Context: an optimization exercise on an open-source flow, tuned for small area and a short achievable clock period. The choices shown serve that exercise and are no tape-out recipe.
At most, simulation tests tie the RTL to the original design; equivalence was not proved.
Power figures rest on the tool's default switching activity, not on a simulated workload.

Design psum_accumulator, start of the top module:
module psum_accumulator #(
  parameter int T_D_SIZE = 37,
  parameter int O_D_SIZE = 16,
  parameter int F_WIDTH  = 5,
  parameter int LINE_LEN = 32
) (
  input  logic                       clk,
  input  logic                       rst,
  input  logic                       clk_en,
  input  logic [T_D_SIZE-1:0]        psum_i,
  input  logic                       psum_valid_i,
  output logic                       psum_ready_o,
  input  logic [T_D_SIZE-1:0]        bias_i,
  input  logic [4:0]                 shift_i,
  output logic [O_D_SIZE-1:0]        out_data_o,
  output logic                       out_valid_o,
  input  logic                       out_ready_i,
  output logic [$clog2(F_WIDTH)-1:0] pass_o,
  output logic                       row_done_o
);
  localparam int SW = psum_acc_pkg::store_width(T_D_SIZE, F_WIDTH);
  localparam int FW = SW + 1;
  localparam int PW = $clog2(F_WIDTH);
  localparam int CW = (LINE_LEN > 1) ? $clog2(LINE_LEN) : 1;
  localparam logic [CW-1:0] COL_LAST  = CW'(LINE_LEN - 1);
  localparam logic [PW-1:0] PASS_LAST = PW'(F_WIDTH - 1);
  localparam int FB = 2;                    
  localparam int NF = 1 << FB;              
  localparam int UW = O_D_SIZE + NF - 1;    
  logic [CW-1:0]       r_col;
  logic [PW-1:0]       r_pass;
  logic                r_first;    
  logic                r_final;    
  logic [UW-1:0]       r_res_u;     
  logic [FB-1:0]       r_res_fine;  
  logic                r_res_fits;  
  logic                r_res_neg;   
  logic                r_out_valid;
  logic                r_row_done;
  logic                w_accept;
  logic                w_col_wrap;
  logic [SW-1:0]       w_head;
  logic [FW-1:0]       w_sum;
  assign psum_ready_o = clk_en & ~(r_final & r_out_valid & ~out_ready_i);
  assign w_accept     = psum_valid_i & psum_ready_o;
  assign w_col_wrap   = (r_col == COL_LAST);
  psum_line_buffer #(
    .DEPTH (LINE_LEN),
    .WIDTH (SW)
  ) u_line_buffer (
    .clk     (clk),
    .i_shift (w_accept),
    .i_wdata (w_sum[SW-1:0]),
    .o_head  (w_head)
  );
  logic [FW-1:0] w_head_x;
  logic [FW-1:0] w_psum_x;
  logic [FW-1:0] w_bias_x;
  assign w_head_x = {w_head[SW-1], w_head};
  assign w_psum_x = {{(FW-T_D_SIZE){psum_i[T_D_SIZE-1]}}, psum_i};
  ...
export LEC_CHECK = 0
export ABC_AREA = 1
export CAP_MARGIN = 20
export CORE_MARGIN = 2
export CORE_UTILIZATION = 55
export PLACE_DENSITY = 0.72
export SETUP_SLACK_MARGIN = 5
export SLEW_MARGIN = 20
export BUFFER_PORTS_ARGS = -buffer_cell sky130_fd_sc_hd__buf_2
export CTS_ARGS = -sink_clustering_enable -repair_clock_nets -sink_clustering_size 20 -sink_clustering_max_diameter 40 -buf_list sky130_fd_sc_hd__clkbuf_8 -dont_use_dummy_load
create_clock -name core_clock -period 9.0 [get_ports {clk}]
standard.sh (not shown) runs the stock make flow with config.mk's settings and CLKGATE_MAP_FILE= SYNTH_SCRIPT=/design/flow/synth_recipe.tcl, a recipe that flattens the netlist after the stock synthesis.
==> flow/flow/run.sh <==
#!/bin/bash
# Standard ORFS layout, with port buffers built from a plain buffer cell
# instead of the flow's default pick (a slow delay cell).
set -euo pipefail
cat flow/extra.mk >> config.mk
bash standard.sh > standard.log 2>&1
==> flow/flow/extra.mk <==
export BUFFER_PORTS_ARGS = -buffer_cell sky130_fd_sc_hd__buf_2
export CTS_ARGS = -sink_clustering_enable -repair_clock_nets -sink_clustering_size 20 -sink_clustering_max_diameter 40 -buf_list sky130_fd_sc_hd__clkbuf_8 -dont_use_dummy_load
==> next run, changes <==
Settings changed: PLACE_DENSITY 0.72 to not set.
Outcome: The changed run passed the timing, design-rule and antenna checks; via count decreases by 1.9%; total power increases by 1.1%; worst setup slack improved by 0.022 ns; cell area is about the same; die area does not change; global-route usage decreases by 0.90 points; cell count barely changes; worst hold slack improved by 0.027 ns; routed wire length decreases by 5.1%; synthesized cell count does not change; maximum frequency increases by 0.52%.
No functional check of the RTL was part of any run of this note.

========
The RTL this note starts from:
==> flow/design.v <==
package psum_acc_pkg;
  function automatic integer store_width(input integer t_d_size, input integer f_width);
    store_width = t_d_size + $clog2(f_width - 1);
  endfunction
endpackage
module psum_line_buffer #(
  parameter int DEPTH = 32,
  parameter int WIDTH = 39
) (
  input  logic             clk,
  input  logic             i_shift,
  input  logic [WIDTH-1:0] i_wdata,
  output logic [WIDTH-1:0] o_head
);
  logic [WIDTH-1:0] r_mem [DEPTH];
  always_ff @(posedge clk) begin
    if (i_shift) begin
      r_mem[0] <= i_wdata;
      for (int i = 1; i < DEPTH; i++) r_mem[i] <= r_mem[i-1];
    end
  end
  assign o_head = r_mem[DEPTH-1];
endmodule
module psum_accumulator #(
  parameter int T_D_SIZE = 37,
  parameter int O_D_SIZE = 16,
  parameter int F_WIDTH  = 5,
  parameter int LINE_LEN = 32
) (
  input  logic                       clk,
  input  logic                       rst,
  input  logic                       clk_en,
  input  logic [T_D_SIZE-1:0]        psum_i,
  input  logic                       psum_valid_i,
  output logic                       psum_ready_o,
  input  logic [T_D_SIZE-1:0]        bias_i,
  input  logic [4:0]                 shift_i,
  output logic [O_D_SIZE-1:0]        out_data_o,
  output logic                       out_valid_o,
  input  logic                       out_ready_i,
  output logic [$clog2(F_WIDTH)-1:0] pass_o,
  output logic                       row_done_o
);
  localparam int SW = psum_acc_pkg::store_width(T_D_SIZE, F_WIDTH);
  localparam int FW = SW + 1;
  localparam int PW = $clog2(F_WIDTH);
  localparam int CW = (LINE_LEN > 1) ? $clog2(LINE_LEN) : 1;
  localparam logic [CW-1:0] COL_LAST  = CW'(LINE_LEN - 1);
  localparam logic [PW-1:0] PASS_LAST = PW'(F_WIDTH - 1);
  localparam int FB = 2;                    
  localparam int NF = 1 << FB;              
  localparam int UW = O_D_SIZE + NF - 1;    
  localparam int NG = 4;                    
  logic [CW-1:0]       r_col;
  logic [PW-1:0]       r_pass;
  logic                r_first;    
  logic                r_final;    
  logic [UW-1:0]       r_res_u;     
  logic [FB-1:0]       r_res_fine;  
  logic [NG-1:0]       r_res_fits;  
  logic                r_res_neg;   
  logic                r_out_valid;
  logic                r_blocked;  
  logic                r_row_done;
  logic                w_accept;
  logic                w_col_wrap;
  logic [SW-1:0]       w_head;
  logic [FW-1:0]       w_sum;
  assign psum_ready_o = clk_en & ~(r_blocked & ~out_ready_i);
  assign w_accept     = psum_valid_i & psum_ready_o;
  assign w_col_wrap   = (r_col == COL_LAST);
  psum_line_buffer #(
    .DEPTH (LINE_LEN),
    .WIDTH (SW)
  ) u_line_buffer (
    .clk     (clk),
    .i_shift (w_accept),
    .i_wdata (w_sum[SW-1:0]),
    .o_head  (w_head)
  );
  logic [FW-1:0] w_head_x;
  logic [FW-1:0] w_psum_x;
  logic [FW-1:0] w_bias_x;
  assign w_head_x = {w_head[SW-1], w_head};
  assign w_psum_x = {{(FW-T_D_SIZE){psum_i[T_D_SIZE-1]}}, psum_i};
  assign w_bias_x = {{(FW-T_D_SIZE){bias_i[T_D_SIZE-1]}}, bias_i};
  logic [FW-1:0] w_head_g;
  logic [FW-1:0] w_bias_g;
  assign w_head_g = r_first ? '0 : w_head_x;
  assign w_bias_g = r_final ? w_bias_x : '0;
  logic [FW-1:0] w_cs_s;
  logic [FW-1:0] w_cs_c;
  assign w_cs_s = w_head_g ^ w_psum_x ^ w_bias_g;
  assign w_cs_c = {(w_head_g[FW-2:0] & w_psum_x[FW-2:0]) |
                   (w_head_g[FW-2:0] & w_bias_g[FW-2:0]) |
                   (w_psum_x[FW-2:0] & w_bias_g[FW-2:0]), 1'b0};
  localparam int LV = $clog2(FW);
  logic [FW-1:0] w_pg_g [LV+1];
  logic [FW-1:0] w_pg_p [LV+1];
  always_comb begin
    w_pg_g[0] = w_cs_s & w_cs_c;
    w_pg_p[0] = w_cs_s ^ w_cs_c;
    for (int l = 0; l < LV; l++) begin
      for (int i = 0; i < FW; i++) begin
        if (i & (1 << l)) begin
          w_pg_g[l+1][i] = w_pg_g[l][i] | (w_pg_p[l][i] & w_pg_g[l][((i >> l) << l) - 1]);
          w_pg_p[l+1][i] = w_pg_p[l][i] & w_pg_p[l][((i >> l) << l) - 1];
        end else begin
          w_pg_g[l+1][i] = w_pg_g[l][i];
          w_pg_p[l+1][i] = w_pg_p[l][i];
        end
      end
    end
  end
  assign w_sum = w_pg_p[0] ^ {w_pg_g[LV][FW-2:0], 1'b0};
  function automatic logic sum_bit(input logic [FW-1:0] v, input integer j);
    sum_bit = (j >= FW) ? v[FW-1] : v[j];
  endfunction
  localparam int NC = 32 / NF;
  logic [NC-1:0] w_co_oh;
  always_comb begin
    for (int k = 0; k < NC; k++) w_co_oh[k] = (shift_i[4:FB] == (5 - FB)'(k));
  end
  logic [UW-1:0] w_u;
  always_comb begin
    for (int i = 0; i < UW; i++) begin
      w_u[i] = 1'b0;
      for (int k = 0; k < NC; k++) w_u[i] = w_u[i] | (w_co_oh[k] & sum_bit(w_sum, i + k * NF));
    end
  end
  logic [FW-2:0] w_top_mask;   
  logic [FW-2:0] w_nb_eq;      
  always_comb begin
    for (int j = 0; j < FW - 1; j++) begin
      w_top_mask[j] = ({27'd0, shift_i} + O_D_SIZE - 1 <= j);
      w_nb_eq[j]    = (w_sum[j] == w_sum[j+1]);
    end
  end
  localparam int NP = FW - O_D_SIZE;        
  localparam int GS = (NP + NG - 1) / NG;   
  logic [FW-2:0] w_pair_ok;
  assign w_pair_ok = w_nb_eq | ~w_top_mask;
  logic [NG-1:0] w_fits_g;
  always_comb begin
    for (int g = 0; g < NG; g++) begin
      w_fits_g[g] = 1'b1;
      for (int j = O_D_SIZE - 1 + g * GS; j < O_D_SIZE - 1 + (g + 1) * GS; j++)
        if (j < FW - 1) w_fits_g[g] = w_fits_g[g] & w_pair_ok[j];
    end
  end
  logic [O_D_SIZE-1:0] w_shl;
  always_comb begin
    for (int i = 0; i < O_D_SIZE; i++) w_shl[i] = r_res_u[i + r_res_fine];
  end
  assign out_data_o = (&r_res_fits) ? w_shl : {r_res_neg, {(O_D_SIZE-1){~r_res_neg}}};
  logic w_final_nx;
  logic w_valid_nx;
  always_comb begin
    w_final_nx = r_final;
    if (w_accept && w_col_wrap) w_final_nx = r_final ? 1'b0 : (r_pass == PASS_LAST - 1'b1);
    w_valid_nx = (w_accept && r_final) ? 1'b1 : (r_out_valid & ~out_ready_i);
  end
  always_ff @(posedge clk or posedge rst) begin
    if (rst) begin
      r_blocked   <= 1'b0;
      r_col       <= '0;
      r_pass      <= '0;
      r_first     <= 1'b1;
      r_final     <= 1'b0;
      r_res_u     <= '0;
      r_res_fine  <= '0;
      r_res_fits  <= '1;
      r_res_neg   <= 1'b0;
      r_out_valid <= 1'b0;
      r_row_done  <= 1'b0;
    end else if (clk_en) begin
      r_blocked  <= w_final_nx & w_valid_nx;
      r_row_done <= 1'b0;
      if (r_out_valid && out_ready_i) begin
        r_out_valid <= 1'b0;
      end
      if (w_accept) begin
        r_col <= w_col_wrap ? '0 : r_col + 1'b1;
        if (r_final) begin
          r_res_u     <= w_u;
          r_res_fine  <= shift_i[FB-1:0];
          r_res_fits  <= w_fits_g;
          r_res_neg   <= w_sum[FW-1];
          r_out_valid <= 1'b1;
        end
        if (w_col_wrap) begin
          if (r_final) begin
            r_pass     <= '0;
            r_first    <= 1'b1;
            r_final    <= 1'b0;
            r_row_done <= 1'b1;
          end else begin
            r_pass     <= r_pass + 1'b1;
            r_first    <= 1'b0;
            r_final    <= (r_pass == PASS_LAST - 1'b1);
          end
        end
      end
    end
  end
  assign out_valid_o = r_out_valid;
  assign pass_o      = r_pass;
  assign row_done_o  = r_row_done;
endmodule
Settings: LEC_CHECK=0, ABC_AREA=1, CAP_MARGIN=20, CORE_MARGIN=2, CORE_UTILIZATION=55, SLEW_MARGIN=20, BUFFER_PORTS_ARGS=-buffer_cell sky130_fd_sc_hd__buf_2, CTS_ARGS=-sink_clustering_enable -repair_clock_nets -sink_clustering_size 18 -sink_clustering_max_diameter 70 -buf_list sky130_fd_sc_hd__clkbuf_8 -dont_use_dummy_load, SETUP_SLACK_MARGIN=5.15; clock period 9.0 ns.
==> flow/flow/run.sh <==
#!/bin/bash
# Standard ORFS layout with three changes to how it is made:
#  - port buffers use a plain buffer cell (flow/extra.mk) instead of the
#    flow's default pick, a slow delay cell;
#  - the clock tree uses clkbuf_8 sink clusters of up to 18 flip-flops and no
#    dummy loads (flow/extra.mk);
#  - synthesis leaves full and half adders to ABC as plain logic instead of
#    mapping them to the slow sky130 fa/ha cells (ADDER_MAP_FILE empty).
#    Registers are untouched: this only changes the combinational mapping.
set -euo pipefail
cat flow/extra.mk >> config.mk
bash standard.sh ADDER_MAP_FILE= finish > standard.log 2>&1
==> flow/flow/extra.mk <==
export BUFFER_PORTS_ARGS = -buffer_cell sky130_fd_sc_hd__buf_2
export CTS_ARGS = -sink_clustering_enable -repair_clock_nets -sink_clustering_size 18 -sink_clustering_max_diameter 70 -buf_list sky130_fd_sc_hd__clkbuf_8 -dont_use_dummy_load
export SETUP_SLACK_MARGIN = 5.15
The starting point ran to the end with no violations.
Then changed:
==> flow/flow/extra.mk (replaced) <==
export BUFFER_PORTS_ARGS = -buffer_cell sky130_fd_sc_hd__buf_2
export CTS_ARGS = -sink_clustering_enable -repair_clock_nets -sink_clustering_size 18 -sink_clustering_max_diameter 70 -buf_list sky130_fd_sc_hd__clkbuf_8 -dont_use_dummy_load
- SETUP_SLACK_MARGIN: 5.15 -> 5
The changed run ran to the end with no violations.
Critical path depth stays the same.
First-iteration DRC count is higher by 4.2%.
Area after synthesis is unchanged.
Count of clock-buffer cells in the layout stays the same.
Total power is lower by 2.0%.
Clock skew stays flat.
Global-route usage hardly moves.
Sequential power barely changes.
Non-clock buffer count is lower by 23.
Final area is lower by 1.7%.

[static timing again, ports no longer ideal]
No port has a modelled driver above. Below, the same layouts with a new extraction and two added sets of constraints.
Step 1, drivers: a clkbuf_16 drives clk and a buf_2 each remaining input, both assumed.
Step 2 adds t to the input delays and takes it off the output delays; t is the mean of the earliest and latest rising clock arrival at the registers after step 1. Input paths then give back, and output paths get back, about the clock's delay inside the block.
Slacks: ideal / step 1 / step 2; pairs: ideal / step 1.
run | t, ns | slack for setup (ns) | worst setup path after step 2 | clock arrival spread, ns | worst register clock-pin slew, ns
the first run of note 1 | 0.801 | 4.834 / 4.838 / 4.036 | input to register | 0.121 / 0.121 | 0.11 / 0.11
the second run of note 1 | 0.830 | 4.856 / 4.876 / 4.046 | input to register | 0.119 / 0.120 | 0.10 / 0.10
the first run of note 2 | 0.743 | 5.020 / 4.956 / 4.492 | input to register | 0.102 / 0.102 | 0.11 / 0.11
the second run of note 2 | 0.741 | 5.001 / 4.963 / 4.358 | input to register | 0.101 / 0.100 | 0.12 / 0.12
After both steps every run listed still meets setup and hold. The setup slack of the second run of note 1, which loses most, moves by +0.020 ns with the drivers and by -0.810 ns with both steps.
